Source: an optimization exercise on an open RTL-to-GDS flow (aim: small area, a short achievable clock period and few clock cycles per item). Production flows keep margins and buffers that such runs may drop.
At most, simulation tests tie the RTL to the original design; equivalence was not proved.
Power and IR drop assume default switching activity.

P:
Design polynomial_share_generator_mod251, start of the top module:
module polynomial_share_generator_mod251 (
    input  logic        i_clk,
    input  logic        i_rst_n,
    input  logic        i_cfg_we,
    input  logic [0:0]  i_cfg_idx,
    input  logic [4:0]  i_cfg_data,
    input  logic        i_valid,
    output logic        o_ready,
    input  logic [63:0] i_item,
    output logic        o_valid,
    input  logic        i_ready,
    output logic [13:0] o_item
);
Size: about 2100 cells after synthesis, ~230 flip-flops, roughly 91 I/O pins, roughly 0.020 mm2 of cells after synthesis.
Settings: LEC_CHECK=0, CAP_MARGIN=20, CORE_MARGIN=2, CORE_UTILIZATION=40, SLEW_MARGIN=20; clock period 11.0 ns.
standard.sh (not shown) runs the stock make flow with config.mk's settings and CLKGATE_MAP_FILE= SYNTH_SCRIPT=/design/flow/synth_recipe.tcl, a recipe that flattens the netlist after the stock synthesis.
==> flow/flow/run.sh <==
#!/bin/bash
# Standard layout, with timing repair asked to leave 7.2 ns of setup slack at the design's
# clock period (the standard flow stops repairing once the design meets the period).
set -euo pipefail
bash standard.sh SETUP_SLACK_MARGIN=7.2 finish > flow_standard.log 2>&1
P was carried through to the last stage, and its layout satisfied the timing, DRC and antenna checks.
Testbench counts of P, summed over its fixed seeds: cycles 13,393, shares 13,040.
Changes in Q relative to P:
==> flow/flow/run.sh <==
#!/bin/bash
# Standard layout, with timing repair asked to leave 7.3 ns of setup slack at the design's
# clock period (the standard flow stops repairing once the design meets the period).
set -euo pipefail
bash standard.sh SETUP_SLACK_MARGIN=7.3 finish > flow_standard.log 2>&1
## What came out
- On clock skew, P and Q are neck and neck.
- P → Q: global-route wire length before repair went up; TritonCTS buffer count increased by 2 relative to the old numbers; area of the multi-input gates went up 0.97%.
- Relative to P, worst hold slack increased by 15 ps in Q.
- Worst setup path startpoint: r_out[2] -> P, r_out[1] -> Q
- Overall via count from detail_route ends up higher on Q.
- Power density of the placed cells was lower in P than in Q.
diff inputs: Q => R
==> flow/flow/run.sh <==
#!/bin/bash
# Standard layout, with timing repair asked to leave 7.7 ns of setup slack at the design's
# clock period (the standard flow stops repairing once the design meets the period).
set -euo pipefail
bash standard.sh SETUP_SLACK_MARGIN=7.7 finish > flow_standard.log 2>&1
Results
- The post-layout minimum cycle time in R was higher than what Q gave.
- In the flow results for R and Q, the global routing usage on met3 is smaller on R.
- ~same number of cells in the design after placement in R and Q
- R finished every step from synthesis to the final layout, and the layout passed the timing, DRC and antenna checks.
- Against Q, met2 layer wire length in the routed design in R rose by more than 10%.
- On vias after detailed routing: between R and Q, it ends up higher for R.
- R consumes more power than Q does.
- The part of the power in registers of R is lower than that of Q.
- Sum of negative setup slack: R vs Q identical
- Relative to Q, proportion of cell area occupied by registers has decreased by 1.7 points in R.
- Part of the total power dissipated in combinational logic ends up lower on Q.


polynomial_share_generator_mod251 again, from the RTL that the note above started with.
Settings: LEC_CHECK=0, CAP_MARGIN=20, CORE_MARGIN=2, CORE_UTILIZATION=40, SLEW_MARGIN=20; clock period 11.0 ns.
==> flow/flow/run.sh <==
#!/bin/bash
# Standard layout, with timing repair asked to leave 7.0 ns of setup slack at the design's
# clock period (the standard flow stops repairing once the design meets the period).
set -euo pipefail
bash standard.sh SETUP_SLACK_MARGIN=7.0 finish > flow_standard.log 2>&1
Testbench counts at the start, summed over its fixed seeds: cycles 13,393, shares 13,040.
Change:
==> flow/flow/run.sh (replaced) <==
#!/bin/bash
# Standard layout, with timing repair asked to leave 7.4 ns of setup slack at the design's
# clock period (the standard flow stops repairing once the design meets the period).
set -euo pipefail
bash standard.sh SETUP_SLACK_MARGIN=7.4 finish > flow_standard.log 2>&1
Outcome:
- maximum frequency came out higher by 6.2%
- wire length went up by 1.1%
- total power went up by 10%
- clock-buffer cell count shrinks by 3
- global-route usage rose by 0.11 points
- worst setup slack improved by 0.23 ns
- non-clock buffer count went up by 55
- cell area came out higher by 3.7%
- critical path depth rises by 12


Setup of the reference run:
Another version of the RTL of polynomial_share_generator_mod251 (not shown whole).
Size in the first run: about 2700 cells after synthesis, about 310 flip-flops, about 25000 um^2 of cells after synthesis.
clock: 11.0 ns
lec_check: 0
cap_margin: 20
core_margin: 2
core_utilization: 40
slew_margin: 20
==> flow/flow/run.sh <==
#!/bin/bash
# Standard layout, with timing repair asked to leave 7.5 ns of setup slack at the design's
# clock period (the standard flow stops repairing once the design meets the period).
set -euo pipefail
bash standard.sh SETUP_SLACK_MARGIN=7.5 finish > flow_standard.log 2>&1
The final layout from the reference run, which completed every stage, passed the timing, DRC and antenna checks at the end of the flow.
The following lists how the trial run was set up differently from the reference run:
==> flow/flow/run.sh <==
#!/bin/bash
# Standard layout, with timing repair asked to leave 8.5 ns of setup slack at the design's
# clock period (the standard flow stops repairing once the design meets the period).
set -euo pipefail
bash standard.sh SETUP_SLACK_MARGIN=8.5 finish > flow_standard.log 2>&1
### Flow results
- The trial run: combinational power higher than the reference run
- Compared with the reference run, in the trial run register cell area after layout has increased, power has increased.
No functional check of the RTL was part of any run of this note.

port drivers added, routing unchanged:
Ports are ideal in the flow. The routed layouts listed here were re-timed in OpenROAD.
Step 1 sets driving cells, clkbuf_16 on the clock port and buf_2 on the other inputs (assumed; they add their load-dependent delay and slew).
Step 2, shift: input delay + t, output delay - t, t = (earliest + latest rising clock arrival at the registers) / 2. This alone moves slack from input paths to output paths.
a / b / c = ideal / step 1 / step 2; a / b = the first two.
run | t (ns) | slack for setup (ns) | latest minus earliest clock arrival (ns)
P | 0.612 | 7.258 / 7.201 / 6.879 | 0.024 / 0.024
Q | 0.637 | 7.347 / 7.292 / 6.792 | 0.023 / 0.023
R | 0.624 | 7.284 / 7.284 / 7.154 | 0.020 / 0.020
the first run of note 2 | 0.617 | 7.040 / 6.986 / 6.862 | 0.012 / 0.011
the second run of note 2 | 0.619 | 7.269 / 7.269 / 6.911 | 0.026 / 0.026
the reference run | 0.601 | 7.425 / 7.425 / 7.121 | 0.032 / 0.031
the trial run | 0.619 | 7.523 / 7.514 / 7.523 | 0.038 / 0.038
After both steps every run listed still meets setup and hold. For Q, which loses most, drivers alone change the setup slack by -0.055 ns; drivers and shift together by -0.555 ns.
